Background: an optimization exercise with open tools, aiming at small area and a short achievable clock period. Do not read the settings as production practice. Where RTL was checked, it was by simulation tests only, not by an equivalence proof against the original. No activity file was given, so power comes from the tool's default toggle rates.

==> flow/design.v (excerpt) <==
module exec_core (
	input  logic                            clk,
	input  logic                            rst_n,
	input  logic                            instr_valid,
	input  logic [exec_pkg::data_w-1:0]     instr,
	input  logic                            dump_start,
	output logic                            busy,
	output logic                            illegal,	 
	output logic                            dump_valid,
	output logic [exec_pkg::reg_addr_w-1:0] dump_addr,
	output logic [exec_pkg::data_w-1:0]     dump_data
);
	exec_pkg::ctrl_t                 ctrl;
	logic [exec_pkg::data_w-1:0]     alu_result;
	logic                            dump_last;
	logic                            opa_en;
	logic                            opa_fix;
	logic                            fwd_dump;
	logic                            fwd_rd;
	logic [exec_pkg::data_w-1:0]     res_q;	 
	logic                            sub_i;
	logic                            dump_first;
	logic                            imm_en;
	logic [exec_pkg::data_w-1:0]     imm_ext;
	logic [exec_pkg::num_regs-1:1]   rf_rd_sel;
	logic [exec_pkg::data_w-1:0]     rf_rd_data;
	logic [exec_pkg::data_w-1:0]     rd_or;
  ...
export LEC_CHECK = 0
export CAP_MARGIN = 10
export CORE_MARGIN = 2
export CORE_UTILIZATION = 45
export SLEW_MARGIN = 10
create_clock -name core_clock -period 9.0 [get_ports {clk}]
standard.sh (not shown) runs the stock make flow with config.mk's settings and CLKGATE_MAP_FILE= SYNTH_SCRIPT=/design/flow/synth_recipe.tcl, a recipe that flattens the netlist after the stock synthesis.
==> flow/flow/run.sh <==
#!/bin/bash
set -euo pipefail
export SETUP_SLACK_MARGIN=6.0
bash standard.sh > standard.log 2>&1
==> next run, changes <==
--- a/flow/design.v
+++ b/flow/design.v
@@ -129,12 +129,13 @@
 module exec_ctrl (
 	input  logic                            clk,
 	input  logic                            rst_n,
 	input  logic                            instr_valid,	 
 	input  logic [exec_pkg::data_w-1:0]     instr,
 	input  logic                            dump_start,	 
+	input  logic [exec_pkg::reg_addr_w-1:0] dump_count,
 	input  logic                            dump_last,
 	output logic [exec_pkg::num_regs-1:1]   rf_rd_sel,
 	output logic                            rf_wr_en,
 	output logic [exec_pkg::reg_addr_w-1:0] rf_wr_addr,
 	output logic                            opa_en,	 
 	output logic                            opa_fix,	 
@@ -290,24 +291,35 @@
 		ctrl2_q <= ctrl_q;
 		dest3_q <= dest2_q;
 	end
 	logic [exec_pkg::reg_addr_w-1:0] dest1;
 	assign dump_go = idle && !instr_valid && dump_start;
 	assign dest1   = rtype_q ? imm_q[15:11] : rt_q;
+	logic [exec_pkg::reg_addr_w-1:0] dump_ahead;
+	assign dump_ahead = dump_count + 5'd2;
 	always_comb begin
 		rsel_nxt = '0;
 		for (int i = 1; i < exec_pkg::num_regs; i++) begin
 			if (accept) rsel_nxt[i] = (rs == i);
 			else if (exec_q) rsel_nxt[i] = rtype_q && (rt_q == i);
 			else if (dump_go) rsel_nxt[i] = (i == 1);
+			else if (dump_q) rsel_nxt[i] = !dump_last && (dump_ahead == i);
+			if (wr_q && dest2_q == i) rsel_nxt[i] = 1'b0;
 		end
-		if (dump_q) rsel_nxt = rsel_q << 1;	 
 	end
 	assign fixa_nxt = we_i && accept && (rs == dest1);
 	assign fwdd_nxt = we_i && dump_go && (dest1 == 5'd1);
-	assign fwd3_nxt = wr_q && rsel_nxt[dest2_q];
+	always_comb begin
+		fwd3_nxt = 1'b0;
+		if (wr_q) begin
+			if (accept) fwd3_nxt = (rs == dest2_q);
+			else if (exec_q) fwd3_nxt = rtype_q && (rt_q == dest2_q);
+			else if (dump_go) fwd3_nxt = (dest2_q == 5'd1);
+			else if (dump_q) fwd3_nxt = !dump_last && (dump_ahead == dest2_q);
+		end
+	end
 	always_ff @(posedge clk) begin
 		if (!rst_n) begin
 			rsel_q <= '0;
 			fixa_q <= 1'b0;
 			fixw_q <= 1'b0;
 			fwdd_q <= 1'b0;
@@ -317,13 +329,13 @@
 			fixa_q <= fixa_nxt;
 			fixw_q <= fixa_q;
 			fwdd_q <= fwdd_nxt;
 			fwd3_q <= fwd3_nxt;
 		end
 	end
-	assign rf_rd_sel = fwd3_q ? '0 : rsel_q;
+	assign rf_rd_sel = rsel_q;
 	assign fwd_rd    = fwd3_q;
 	assign fwd_dump  = fwdd_q;
 	assign opa_fix   = fixw_q;
 	assign opa_en  = !post_q || fixw_q;	 
 	assign sub_i   = ctrl_q.sub;	 
 	assign imm_en  = post_q && !rtype_q;
@@ -372,12 +384,13 @@
 	exec_ctrl u_ctrl (
 		.clk            (clk),
 		.rst_n          (rst_n),
 		.instr_valid    (instr_valid),
 		.instr          (instr),
 		.dump_start     (dump_start),
+		.dump_count     (dump_addr),
 		.dump_last      (dump_last),
 		.rf_rd_sel      (rf_rd_sel),
 		.rf_wr_en       (rf_wr_en),
 		.rf_wr_addr     (rf_wr_addr),
 		.opa_en         (opa_en),
 		.opa_fix        (opa_fix),
Result: The changed run passed the timing, design-rule and antenna checks; routed wire length came out lower by 8.2%; cell area came out lower by 4.6%; clock power came out higher by about 2%; sequential cell count stays the same; count of clock-buffer cells in the layout came out higher by 14; total power came out lower by 14%.
Function not checked in the first run of this note: the RTL went through the layout flow alone.

afterwards: timing with drivers on the ports:
Ports are ideal in the flow. The routed layouts listed here were re-timed in OpenROAD. Step 1: set_driving_cell puts a clkbuf_16 on clk and a buf_2 on each other input, an assumption about the parent block. Step 2 moves the port delays by t, midway between the first and last clock arrival at a register: inputs arrive t later, outputs are due t later. That takes back most of the time a late clock gives input paths. Three values: ideal, step 1, step 2; two values: the first two.
| run | t, ns | setup slack, ns | cell pins on the clock port's net |
|---|---|---|---|
| the first run | 0.799 | 5.658 / 5.658 / 5.113 | 1 |
| the second run | 0.792 | 5.783 / 5.783 / 5.231 | 1 |
After both steps every run listed still meets setup and hold. For the second run, which loses most, drivers alone change the setup slack by 0.000 ns; drivers and shift together by -0.552 ns.
